This is an optimization exercise on Yosys and OpenROAD, whose aim is small area, a short achievable clock period and few clock cycles per item, not a production implementation. Only simulation tests tie the RTL to the original design; equivalence was not proved. Power is estimated from default activity; no workload was simulated.

File: flow/design.v
package psi6_pkg;
  localparam int MAX_BONDS   = 64;
  localparam int MAX_POINTS  = 1048576;
  localparam int FRAC_BITS   = 16;
  localparam int CORDIC_STEPS = 30;
  localparam int BOND_CNT_W  = 7;
  localparam int POINT_CNT_W = 21;
  localparam int UNIT_W      = FRAC_BITS + 2;
  localparam int PSUM_W      = 24;
  localparam int TSUM_W      = 40;
  localparam int DIV_NUM_W   = 41;
  localparam int DIV_DEN_W   = 21;
  localparam int MAG_W       = FRAC_BITS + 1;
  localparam int SQ_W        = 2 * MAG_W + 1;
  localparam int CORDIC_W    = 34;
  localparam logic signed [35:0] PHASE_MULT = 36'sd8202783306;
  localparam logic signed [CORDIC_W-1:0] CORDIC_GAIN = 34'sd652032874;
  typedef struct packed {
    logic signed [19:0] bond_angle;
    logic               end_of_point;
    logic               end_of_set;
  } in_item_t;
  typedef struct packed {
    logic [16:0] order_magnitude;
    logic [20:0] points_seen;
    logic        count_overflow;
  } out_item_t;
  typedef struct packed {
    logic [31:0] phase;
    logic        eop;
    logic        eos;
  } q_item_t;
  typedef struct packed {
    logic                 start;
    logic [DIV_NUM_W-1:0] num;
    logic [DIV_DEN_W-1:0] den;
  } div_req_t;
  typedef struct packed {
    logic                 done;
    logic [DIV_NUM_W-1:0] quo;
  } div_rsp_t;
  typedef struct packed {
    logic        start;
    logic [31:0] phase;
  } cordic_req_t;
  typedef struct packed {
    logic                     done;
    logic signed [UNIT_W-1:0] re;
    logic signed [UNIT_W-1:0] im;
  } cordic_rsp_t;
endpackage
module psi6_cordic
(
  input  logic        clk,
  input  logic        rst,
  input  psi6_pkg::cordic_req_t req,
  output psi6_pkg::cordic_rsp_t rsp
);
  logic signed [psi6_pkg::CORDIC_W-1:0] x, y, z;
  logic [4:0]                 step;
  logic                       busy;
  logic [1:0]                 quad;
  logic [31:0]                q_sum;
  logic [31:0]                z_init;
  logic signed [psi6_pkg::CORDIC_W-1:0] xs, ys;
  logic signed [psi6_pkg::CORDIC_W-1:0] at;
  logic signed [psi6_pkg::CORDIC_W-1:0] lim;
  logic [29:0]                at_raw;
  logic signed [psi6_pkg::CORDIC_W-1:0] c_rnd, s_rnd;
  logic signed [psi6_pkg::UNIT_W-1:0]   c, s;
  logic                       done;
  logic signed [psi6_pkg::UNIT_W-1:0]   turn_re, turn_im;
  always_comb begin
    unique case (step)
      5'd0:  at_raw = 30'd536870912;
      5'd1:  at_raw = 30'd316933406;
      5'd2:  at_raw = 30'd167458907;
      5'd3:  at_raw = 30'd85004756;
      5'd4:  at_raw = 30'd42667331;
      5'd5:  at_raw = 30'd21354465;
      5'd6:  at_raw = 30'd10679838;
      5'd7:  at_raw = 30'd5340245;
      5'd8:  at_raw = 30'd2670163;
      5'd9:  at_raw = 30'd1335087;
      5'd10: at_raw = 30'd667544;
      5'd11: at_raw = 30'd333772;
      5'd12: at_raw = 30'd166886;
      5'd13: at_raw = 30'd83443;
      5'd14: at_raw = 30'd41721;
      5'd15: at_raw = 30'd20860;
      5'd16: at_raw = 30'd10430;
      5'd17: at_raw = 30'd5215;
      5'd18: at_raw = 30'd2607;
      5'd19: at_raw = 30'd1303;
      5'd20: at_raw = 30'd651;
      5'd21: at_raw = 30'd325;
      5'd22: at_raw = 30'd162;
      5'd23: at_raw = 30'd81;
      5'd24: at_raw = 30'd40;
      5'd25: at_raw = 30'd20;
      5'd26: at_raw = 30'd10;
      5'd27: at_raw = 30'd5;
      5'd28: at_raw = 30'd2;
      5'd29: at_raw = 30'd1;
      default: at_raw = 30'd0;
    endcase
  end
  assign q_sum  = req.phase + 32'h2000_0000;
  assign z_init = req.phase - {q_sum[31:30], 30'd0};
  assign xs     = x >>> step;
  assign ys     = y >>> step;
  assign at     = psi6_pkg::CORDIC_W'(at_raw);
  assign c_rnd  = (x + psi6_pkg::CORDIC_W'(1 << 13)) >>> 14;
  assign s_rnd  = (y + psi6_pkg::CORDIC_W'(1 << 13)) >>> 14;
  assign lim = psi6_pkg::CORDIC_W'(1 << psi6_pkg::FRAC_BITS);
  always_comb begin
    if (c_rnd > lim)       c = psi6_pkg::UNIT_W'(lim);
    else if (c_rnd < -lim) c = psi6_pkg::UNIT_W'(-lim);
    else                   c = psi6_pkg::UNIT_W'(c_rnd);
    if (s_rnd > lim)       s = psi6_pkg::UNIT_W'(lim);
    else if (s_rnd < -lim) s = psi6_pkg::UNIT_W'(-lim);
    else                   s = psi6_pkg::UNIT_W'(s_rnd);
  end
  assign rsp = {done, turn_re, turn_im};
  always_ff @(posedge clk) begin
    if (req.start) begin
      x    <= psi6_pkg::CORDIC_GAIN;
      y    <= '0;
      z    <= psi6_pkg::CORDIC_W'(signed'(z_init));
      quad <= q_sum[31:30];
    end else if (busy) begin
      if (!z[psi6_pkg::CORDIC_W-1]) begin
        x <= x - ys;
        y <= y + xs;
        z <= z - at;
      end else begin
        x <= x + ys;
        y <= y - xs;
        z <= z + at;
      end
    end
  end
  always_ff @(posedge clk) begin
    if (rst) begin
      busy <= 1'b0;
      step <= '0;
      done <= 1'b0;
    end else begin
      done <= !busy && (step == 5'(psi6_pkg::CORDIC_STEPS));
      if (req.start) begin
        busy <= 1'b1;
        step <= '0;
      end else if (busy) begin
        if (step == 5'(psi6_pkg::CORDIC_STEPS - 1)) begin
          busy <= 1'b0;
        end
        step <= step + 5'd1;
      end else if (step == 5'(psi6_pkg::CORDIC_STEPS)) begin
        step <= '0;
      end
    end
  end
  always_ff @(posedge clk) begin
    if (!busy && step == 5'(psi6_pkg::CORDIC_STEPS)) begin
      unique case (quad)
        2'd0: begin turn_re <= c;  turn_im <= s;  end
        2'd1: begin turn_re <= -s; turn_im <= c;  end
        2'd2: begin turn_re <= -c; turn_im <= -s; end
        2'd3: begin turn_re <= s;  turn_im <= -c; end
        default: begin turn_re <= c; turn_im <= s; end
      endcase
    end
  end
endmodule
module psi6_divider
(
  input  logic     clk,
  input  logic     rst,
  input  psi6_pkg::div_req_t req,
  output psi6_pkg::div_rsp_t rsp
);
  logic [psi6_pkg::DIV_DEN_W-1:0] den;
  logic [psi6_pkg::DIV_DEN_W-1:0] rem;
  logic [psi6_pkg::DIV_NUM_W-1:0] quo;
  logic [5:0]           cnt;
  logic                 busy;
  logic                 done;
  logic [psi6_pkg::DIV_DEN_W:0]   rem_sh;
  logic [psi6_pkg::DIV_DEN_W:0]   diff;
  logic                 fits;
  assign rem_sh  = {rem, quo[psi6_pkg::DIV_NUM_W-1]};
  assign diff    = rem_sh - {1'b0, den};
  assign fits    = (rem_sh >= {1'b0, den});
  assign rsp     = {done, quo};
  always_ff @(posedge clk) begin
    if (req.start) begin
      den <= req.den;
      rem <= '0;
      quo <= req.num;
    end else if (busy) begin
      rem <= fits ? diff[psi6_pkg::DIV_DEN_W-1:0] : rem_sh[psi6_pkg::DIV_DEN_W-1:0];
      quo <= {quo[psi6_pkg::DIV_NUM_W-2:0], fits};
    end
  end
  always_ff @(posedge clk) begin
    if (rst) begin
      busy <= 1'b0;
      cnt  <= '0;
      done <= 1'b0;
    end else begin
      done <= !req.start && busy && (cnt == 6'(psi6_pkg::DIV_NUM_W - 1));
      if (req.start) begin
        busy <= 1'b1;
        cnt  <= '0;
      end else if (busy) begin
        cnt <= cnt + 6'd1;
        if (cnt == 6'(psi6_pkg::DIV_NUM_W - 1)) begin
          busy <= 1'b0;
        end
      end
    end
  end
endmodule
module psi6_front
(
  input  logic            clk,
  input  logic            rst,
  input  logic            items_valid,
  output logic            items_ready,
  input  psi6_pkg::in_item_t        items_data,
  output logic            q_valid,
  output psi6_pkg::q_item_t         q_data,
  input  logic            q_pop
);
  logic [33:0]        entry0, entry1;
  logic               wr_ptr;
  logic               rd_ptr;
  logic [1:0]         count;
  logic signed [55:0] prod;
  logic [55:0]        prod_rnd;
  logic               push;
  logic               pop;
  assign prod     = 56'(items_data.bond_angle) * 56'(psi6_pkg::PHASE_MULT);
  assign prod_rnd = prod + 56'd32768;
  assign items_ready = (count != 2'd2);
  assign push        = items_valid && items_ready;
  assign pop         = q_pop && q_valid;
  assign q_valid     = (count != 2'd0);
  assign q_data      = rd_ptr ? entry1 : entry0;
  always_ff @(posedge clk) begin
    if (push) begin
      if (wr_ptr) entry1 <= {prod_rnd[47:16], items_data.end_of_point, items_data.end_of_set};
      else        entry0 <= {prod_rnd[47:16], items_data.end_of_point, items_data.end_of_set};
    end
  end
  always_ff @(posedge clk) begin
    if (rst) begin
      wr_ptr <= 1'b0;
      rd_ptr <= 1'b0;
      count  <= 2'd0;
    end else begin
      if (push) wr_ptr <= ~wr_ptr;
      if (pop)  rd_ptr <= ~rd_ptr;
      count <= count + {1'b0, push} - {1'b0, pop};
    end
  end
endmodule
module psi6_back
(
  input  logic         clk,
  input  logic         rst,
  input  logic         q_valid,
  input  psi6_pkg::q_item_t      q_data,
  output logic         q_pop,
  output logic         results_valid,
  input  logic         results_ready,
  output psi6_pkg::out_item_t    results_data
);
  typedef enum logic [11:0] {
    S_IDLE   = 12'b000000000001,
    S_CORD   = 12'b000000000010,
    S_PCLOSE = 12'b000000000100,
    S_PDIVR  = 12'b000000001000,
    S_PDIVI  = 12'b000000010000,
    S_SCLOSE = 12'b000000100000,
    S_SDIVR  = 12'b000001000000,
    S_SDIVI  = 12'b000010000000,
    S_SQ1    = 12'b000100000000,
    S_SQ2    = 12'b001000000000,
    S_SQRT   = 12'b010000000000,
    S_EMIT   = 12'b100000000000
  } state_t;
  state_t state;
  logic [psi6_pkg::BOND_CNT_W-1:0]    bond_count;
  logic [psi6_pkg::POINT_CNT_W-1:0]   points_done;
  logic signed [psi6_pkg::PSUM_W-1:0] point_sum_real, point_sum_imag;
  logic signed [psi6_pkg::TSUM_W-1:0] total_sum_real, total_sum_imag;
  logic                     overflow_seen;
  logic                     eop, eos;
  logic [psi6_pkg::MAG_W-1:0]         avg_re, avg_im;
  logic [psi6_pkg::SQ_W-1:0]          sq;
  logic [psi6_pkg::SQ_W:0]            root;
  logic [psi6_pkg::SQ_W-1:0]          bitv;
  logic [4:0]               sq_cnt;
  logic                     out_free;
  logic                     cor_start;
  logic                     div_start;
  psi6_pkg::cordic_req_t cor_req;
  psi6_pkg::cordic_rsp_t cor_rsp;
  psi6_pkg::div_req_t    div_req;
  psi6_pkg::div_rsp_t    div_rsp;
  logic signed [psi6_pkg::PSUM_W-1:0] pdiv_src;
  logic [psi6_pkg::PSUM_W-1:0]        pdiv_mag;
  logic signed [psi6_pkg::TSUM_W-1:0] sdiv_src;
  logic [psi6_pkg::TSUM_W-1:0]        sdiv_mag;
  logic signed [psi6_pkg::TSUM_W-1:0] pquo_signed;
  logic                     pquo_neg;
  logic [psi6_pkg::SQ_W:0]            trial;
  logic [2*psi6_pkg::MAG_W-1:0]       sq_term;
  logic [psi6_pkg::MAG_W-1:0]         sq_op;
  logic [psi6_pkg::SQ_W:0]            root_rnd;
  psi6_cordic u_cordic (.clk, .rst, .req(cor_req), .rsp(cor_rsp));
  psi6_divider u_divider (.clk, .rst, .req(div_req), .rsp(div_rsp));
  assign out_free = !results_valid || results_ready;
  assign q_pop    = (state == S_IDLE) && q_valid;
  assign cor_start = (state == S_IDLE) && q_valid &&
                     (bond_count < psi6_pkg::BOND_CNT_W'(psi6_pkg::MAX_BONDS));
  assign div_start = ((state == S_PCLOSE) && (eop || eos) &&
                      (points_done < psi6_pkg::POINT_CNT_W'(psi6_pkg::MAX_POINTS))) ||
                     (((state == S_PDIVR) || (state == S_SDIVR)) && div_rsp.done) ||
                     (state == S_SCLOSE);
  assign pdiv_src = (state == S_PCLOSE) ? point_sum_real : point_sum_imag;
  assign pdiv_mag = pdiv_src[psi6_pkg::PSUM_W-1] ? psi6_pkg::PSUM_W'(-pdiv_src) : psi6_pkg::PSUM_W'(pdiv_src);
  assign sdiv_src = (state == S_SCLOSE) ? total_sum_real : total_sum_imag;
  assign sdiv_mag = sdiv_src[psi6_pkg::TSUM_W-1] ? psi6_pkg::TSUM_W'(-sdiv_src) : psi6_pkg::TSUM_W'(sdiv_src);
  assign pquo_neg    = (state == S_PDIVR) ? point_sum_real[psi6_pkg::PSUM_W-1]
                                          : point_sum_imag[psi6_pkg::PSUM_W-1];
  assign pquo_signed = pquo_neg ? -(psi6_pkg::TSUM_W'(div_rsp.quo)) : psi6_pkg::TSUM_W'(div_rsp.quo);
  assign sq_op   = (state == S_SQ1) ? avg_re : avg_im;
  assign sq_term = sq_op * sq_op;
  assign trial   = root + {1'b0, bitv};
  assign root_rnd = ({1'b0, sq} > root) ? root + 1'b1 : root;
  always_ff @(posedge clk) begin
    if (rst) begin
      state          <= S_IDLE;
      bond_count     <= '0;
      points_done    <= '0;
      point_sum_real <= '0;
      point_sum_imag <= '0;
      total_sum_real <= '0;
      total_sum_imag <= '0;
      overflow_seen  <= 1'b0;
      cor_req.start  <= 1'b0;
      div_req.start  <= 1'b0;
      results_valid  <= 1'b0;
    end else begin
      cor_req.start <= cor_start;
      div_req.start <= div_start;
      if (results_valid && results_ready && state != S_EMIT) results_valid <= 1'b0;
      unique case (state)
        S_IDLE: begin
          if (q_valid) begin
            eop <= q_data.eop;
            eos <= q_data.eos;
            if (bond_count >= psi6_pkg::BOND_CNT_W'(psi6_pkg::MAX_BONDS)) begin
              overflow_seen <= 1'b1;
              state         <= S_PCLOSE;
            end else begin
              cor_req.phase <= q_data.phase;
              state         <= S_CORD;
            end
          end
        end
        S_CORD: begin
          if (cor_rsp.done) begin
            point_sum_real <= point_sum_real + psi6_pkg::PSUM_W'(cor_rsp.re);
            point_sum_imag <= point_sum_imag + psi6_pkg::PSUM_W'(cor_rsp.im);
            bond_count     <= bond_count + 1'b1;
            state          <= S_PCLOSE;
          end
        end
        S_PCLOSE: begin
          if (!(eop || eos)) begin
            state <= S_IDLE;
          end else if (points_done >= psi6_pkg::POINT_CNT_W'(psi6_pkg::MAX_POINTS)) begin
            overflow_seen  <= 1'b1;
            bond_count     <= '0;
            point_sum_real <= '0;
            point_sum_imag <= '0;
            state          <= eos ? S_SCLOSE : S_IDLE;
          end else begin
            div_req.num   <= psi6_pkg::DIV_NUM_W'(pdiv_mag) + psi6_pkg::DIV_NUM_W'(bond_count >> 1);
            div_req.den   <= psi6_pkg::DIV_DEN_W'(bond_count);
            state         <= S_PDIVR;
          end
        end
        S_PDIVR: begin
          if (div_rsp.done) begin
            total_sum_real <= total_sum_real + pquo_signed;
            div_req.num    <= psi6_pkg::DIV_NUM_W'(pdiv_mag) + psi6_pkg::DIV_NUM_W'(bond_count >> 1);
            state          <= S_PDIVI;
          end
        end
        S_PDIVI: begin
          if (div_rsp.done) begin
            total_sum_imag <= total_sum_imag + pquo_signed;
            points_done    <= points_done + 1'b1;
            bond_count     <= '0;
            point_sum_real <= '0;
            point_sum_imag <= '0;
            state          <= eos ? S_SCLOSE : S_IDLE;
          end
        end
        S_SCLOSE: begin
          div_req.num   <= psi6_pkg::DIV_NUM_W'(sdiv_mag) + psi6_pkg::DIV_NUM_W'(points_done >> 1);
          div_req.den   <= points_done;
          state         <= S_SDIVR;
        end
        S_SDIVR: begin
          if (div_rsp.done) begin
            avg_re        <= (points_done == '0) ? '0 : div_rsp.quo[psi6_pkg::MAG_W-1:0];
            div_req.num   <= psi6_pkg::DIV_NUM_W'(sdiv_mag) + psi6_pkg::DIV_NUM_W'(points_done >> 1);
            state         <= S_SDIVI;
          end
        end
        S_SDIVI: begin
          if (div_rsp.done) begin
            avg_im <= (points_done == '0) ? '0 : div_rsp.quo[psi6_pkg::MAG_W-1:0];
            state  <= S_SQ1;
          end
        end
        S_SQ1: begin
          sq    <= psi6_pkg::SQ_W'(sq_term);
          state <= S_SQ2;
        end
        S_SQ2: begin
          sq     <= sq + psi6_pkg::SQ_W'(sq_term);
          root   <= '0;
          bitv   <= psi6_pkg::SQ_W'(1) << (psi6_pkg::SQ_W - 1);
          sq_cnt <= '0;
          state  <= S_SQRT;
        end
        S_SQRT: begin
          if ({1'b0, sq} >= trial) begin
            sq   <= sq - psi6_pkg::SQ_W'(trial);
            root <= (root >> 1) + {1'b0, bitv};
          end else begin
            root <= root >> 1;
          end
          bitv   <= bitv >> 2;
          sq_cnt <= sq_cnt + 5'd1;
          if (sq_cnt == 5'((psi6_pkg::SQ_W + 1) / 2 - 1)) state <= S_EMIT;
        end
        S_EMIT: begin
          if (out_free) begin
            results_valid <= 1'b1;
            results_data.order_magnitude <=
              (root_rnd > (psi6_pkg::SQ_W + 1)'(1 << psi6_pkg::FRAC_BITS)) ? psi6_pkg::MAG_W'(1 << psi6_pkg::FRAC_BITS)
                                                       : root_rnd[psi6_pkg::MAG_W-1:0];
            results_data.points_seen    <= points_done;
            results_data.count_overflow <= overflow_seen;
            points_done    <= '0;
            total_sum_real <= '0;
            total_sum_imag <= '0;
            overflow_seen  <= 1'b0;
            state          <= S_IDLE;
          end
        end
        default: state <= S_IDLE;
      endcase
    end
  end
endmodule
module psi6_order_parameter
(
  input  logic        clk,
  input  logic        rst,
  input  logic        in_valid,
  output logic        in_ready,
  input  logic [19:0] in_angle,
  input  logic        in_eop,
  input  logic        in_eos,
  output logic        out_valid,
  input  logic        out_ready,
  output logic [16:0] out_magnitude,
  output logic [20:0] out_points,
  output logic        out_overflow
);
  psi6_pkg::in_item_t  items_data;
  psi6_pkg::out_item_t results_data;
  logic      q_valid;
  psi6_pkg::q_item_t   q_data;
  logic      q_pop;
  assign items_data.bond_angle   = in_angle;
  assign items_data.end_of_point = in_eop;
  assign items_data.end_of_set   = in_eos;
  assign out_magnitude = results_data.order_magnitude;
  assign out_points    = results_data.points_seen;
  assign out_overflow  = results_data.count_overflow;
  psi6_front u_front (
    .clk, .rst, .items_valid(in_valid), .items_ready(in_ready), .items_data,
    .q_valid, .q_data, .q_pop
  );
  psi6_back u_back (
    .clk, .rst, .q_valid, .q_data, .q_pop,
    .results_valid(out_valid), .results_ready(out_ready), .results_data
  );
endmodule
File: flow/config.mk
export PLATFORM = sky130hd
export DESIGN_NAME = psi6_order_parameter
export DESIGN_NICKNAME = psi6_order_parameter
export VERILOG_FILES = /design/flow/design.v
export SDC_FILE = /design/flow/constraint.sdc
export NUM_CORES = 4
export LEC_CHECK = 0
export CAP_MARGIN = 20
export CORE_MARGIN = 2
export CORE_UTILIZATION = 40
export SLEW_MARGIN = 20
File: flow/run.sh
#!/bin/bash
# synth_recipe.tcl (not shown) runs the flow's synth.tcl, then flattens the netlist and writes it again
# the make line also repeats each setting of config.mk as NAME=value (left out here)
make -C /OpenROAD-flow-scripts/flow DESIGN_CONFIG=/design/flow/config.mk WORK_HOME=/design/flow/orfs CLKGATE_MAP_FILE= SYNTH_SCRIPT=/design/flow/synth_recipe.tcl finish
File: flow/constraint.sdc
create_clock -name core_clock -period 12.0 [get_ports {clk}]
set_input_delay 2.4000 -clock core_clock [delete_from_list [all_inputs] [get_ports {clk}]]
set_output_delay 2.4000 -clock core_clock [all_outputs]
set_load 0.01 [all_outputs]
==> flow_summary.yaml <==
logic_synthesis:
  syn_avg_cell_area_sq_um: 8.88
  synth_seq_cells: 775
  synth_edf_count: 465
  synthesis.area_sq_um: 81200
  synth_cell_types: 103
  synth_ff_type: "edfxtp_1"
  async_flop_share: 0
  syn_inst: 9144
  synth_nets: 10400
  synth_warnings: 4
  seq_area_frac_synth: 0.249
routing:
  drc: 0
  top_layer: "met4"
  wl_met3_mm: 12.8
  drtPass1Iterations: 6
  wl_per_cell_microns: 20.0
  routed_wl_mm: 237
  ant_nets: 0
  route.met2.wl_mm: 112
  num_vias: 67000
  viasPerCell: 5.67
  drt_iter0_markers: 5328
  wl_met1_mm: 104
timing:
  finalHoldViolations: 0
  fmax_ghz: 0.0883
  finalSetupViolCount: 0
  drv_slew: 0
  finalCritPeriodShare: 0.944
  finClkSkew_ns: 0.0759
  slew-limit-headroom: 0.239
  fin_setup_tns_ns: 0
  worst_pin_slew_ns: 1.14
  fin_crit_ns: 11.32
  rsz0062_at_grt: "no"
grt:
  antenna_found_initial: 3
  grt_pass1_vias: 65700
  grt_usage: 0.225
  grt_pass1_wl_mm: 371
  grt_start_max_net_pins: 80
  overflow: 0
power_and_ir_drop:
  powerDensity_nw_per_um2: 258
  switching_share: 0.468
  p_switching_uw: 10700
  pwr-share-clk: 0.140
  p_leak_uw: 0.0379
  seqPwrFrac: 0.198
  power.internal_uw: 12100
  combPwrFrac: 0.662
  peakVddDrop_v: 0.000539
layout:
  final_cell_mix: "nor2_1 (831), inv_1 (823), ha_1 (776), nand2_1 (767), a21oi_1 (591)"
  diodes: 0
  final_common_cell: "nor2_1"
  areaGrowthSynthToFinish_pct: 8.80
  drive_gt1_frac: 0.0722
  nets: 10300
  final_area_sq_um: 88300
  post-route-util: 0.437
placed_design:
  place_area_sq_um: 84800
  globalplace.congestion: 0.970
  dp_hpwl_mm: 185
  port_buffers: 66
critical_path:
  cp_data_required_time_ns: 12.48
  critPathSlowestCell: "or4_4"
  start_kind: "register"
  worstPathMaxFanout: 23
  crit_type: "register to register"
  crit_buf_inv: 7
  cp-startpoint: "u_back.state[11]"
  crit_arrival_ns: 11.80
  crit_path_end_kind: "register"
  crit_family: "simple AND/OR/NAND/NOR gates"
  slowest_delay_ns: 0.62
  cpMostUsedCell: "fa_1"
  rr_startpoint: "u_back.state[11]"
clock_network:
  cts-root-buf: "clkbuf_16"
  clk_latency_ns: 0.77
  cts_made_buffers: 98
  cts_num_sinks: 775
  clockBufferDepth: 3
  htreeDepth: 3
  clk_pin_slew_ns: 0.07
  cts_tree: "built"
floorplanning:
  fp.dieW_microns: 454
  row_count: 165
  die_area_sq_um: 207000
  die_h_microns: 454
  start_util: 0.402
  core_sq_um: 202000
  io_pins: 67
outcome:
  outcome: "complete, no violations"
min_path:
  hold_path_class: "register to register"
  hold_start: "u_back.div_req[5]"
flow_run:
  drv_cap: 0
-- timing repair --
item,in CTS,in global routing
setup buffers,0,0
hold buffers,0,0
endpoints found under the setup margin,0,1
gates resized for setup,0,7
-- path summary, 6_finish.rpt --
path / endpoint / slack [ns] / cells past startpoint
min: u_back.u_divider.den[5] / 0.41 / 0
max reg2reg: u_back.sq[34] / 0.68 / 38
max: u_back.sq[34] / 0.68 / 38
min reg2reg: u_back.u_divider.den[5] / 0.41 / 0
-- cells by family (layout without fill, tap and decap cells) --
family          after synthesis  in the layout  share of synthesized area
mux                         445            445                     0.0729
xor+xnor                    792            792                     0.0855
flops                       775            775                      0.249
compound gates             1954           1954                      0.152
fa+ha+maj                  1185           1185                      0.221
simple gates               2783           2783                      0.164
other cells                   1              1                  0.0000462
buf+inv                    1209           1206                     0.0565
-- area by class of cell --
cell class	count	area, sq um
fill	19700	114000
multi-input combinational	7160	56600
sequential	775	20200
tap	2672	3340
inverter	839	3150
clock buffer	109	2530
timing repair buffer	182	1570
clock inverter	76	936
-- sequential cells by signal (all words and copies together) (netlist names), 17 cells and up --
register and flops:
u_back.root 36, u_back.div_req 63, u_front.entry1 34, u_back.u_divider.rem 21, u_back.avg_im 17, u_back.point_sum_imag 24
u_back.u_cordic.turn_re 18, u_back.bitv 18, u_back.u_cordic.at_raw 30, u_front.entry0 34, u_back.u_cordic.y 34, u_back.u_divider.den 21
u_back.u_divider.quo 41, u_back.sq 35, u_back.total_sum_imag 40, u_back.u_cordic.z 34, u_back.avg_re 17, u_back.results_data 39
u_back.u_cordic.x 34, u_back.points_done 21, u_back.u_cordic.turn_im 18, u_back.cor_req 33, u_back.point_sum_real 24, u_back.total_sum_real 40
-- cell usage after synthesis, types with 89 or more instances --
cell      count  area (sq um)
mux2i_1     211          2110
edfxtp_1    465         14000
nor3_1      199           996
mux2_2      130          1460
xor2_1      326          2860
mux4_2      104          2340
clkbuf_1    304          1140
o21ai_0     419          2100
nand2_1     767          2880
and3_1       95           594
inv_1       824          3090
ha_1        776          9710
nor2_1      838          3150
nand3_1     203          1020
xnor2_1     466          4080
a21oi_1     593          2970
nor2b_1     103           644
a21o_1      199          1490
fa_1        409          8190
dfxtp_1     310          6210
and2_1       89           557
a31oi_1     111           694
-- stage by stage --
step / power [uW] / setup WS (ns) / hold WS, ns / instances
floorplan: 16000 / 0.855 / 0.400 / 9144
global placement: 19200 / 0.533 / 0.402 / 11600
detailed placement: 19500 / 0.589 / 0.405 / 11600
CTS: 22800 / 0.533 / 0.416 / 11800
global route: 24800 / 0.00189 / 0.421 / 11800
finish: 22800 / 0.677 / 0.413 / 11800
-- power groups by stage --
| stage | sequential, uW | combinational (uW) | clock, uW |
|---|---|---|---|
| floorplan | 4200 | 11800 | 0 |
| global placement | 4530 | 14700 | 0 |
| detailed placement | 4550 | 15000 | 0 |
| CTS | 4500 | 15100 | 3270 |
| global route | 4560 | 16800 | 3370 |
| finish | 4510 | 15100 | 3190 |
-- per-layer routing --
| layer | track usage | vias up |
|---|---|---|
| met5 | 0 | - |
| met4 | 0.0766 | 0 |
| met3 | 0.0304 | 404 |
| met2 | 0.377 | 1861 |
| met1 | 0.298 | 32600 |
| li1 | - | 32200 |
Testbench counts, summed over its fixed seeds: cycles 588,816, items 10,958.

re-timing with driven ports:
How much do the figures lean on ideal ports? The routed layout below was timed once more, with nothing changed but the port constraints.
Step 1 sets driving cells, clkbuf_16 on the clock port and buf_2 on the other inputs (assumed; they add their load-dependent delay and slew).
Step 2 moves the port delays by t, midway between the first and last clock arrival at a register: inputs arrive t later, outputs are due t later. That takes back most of the time a late clock gives input paths.
a / b / c = no drivers / after step 1 / after step 2; a / b = the first two.
t (ns): 0.827
setup slack, ns: 0.677 / 0.677 / 0.677
worst hold slack (ns): 0.413 / 0.413 / 0.413
After both steps setup and hold are still met in this run. For this run, drivers alone change the setup slack by 0.000 ns; drivers and shift together by 0.000 ns.
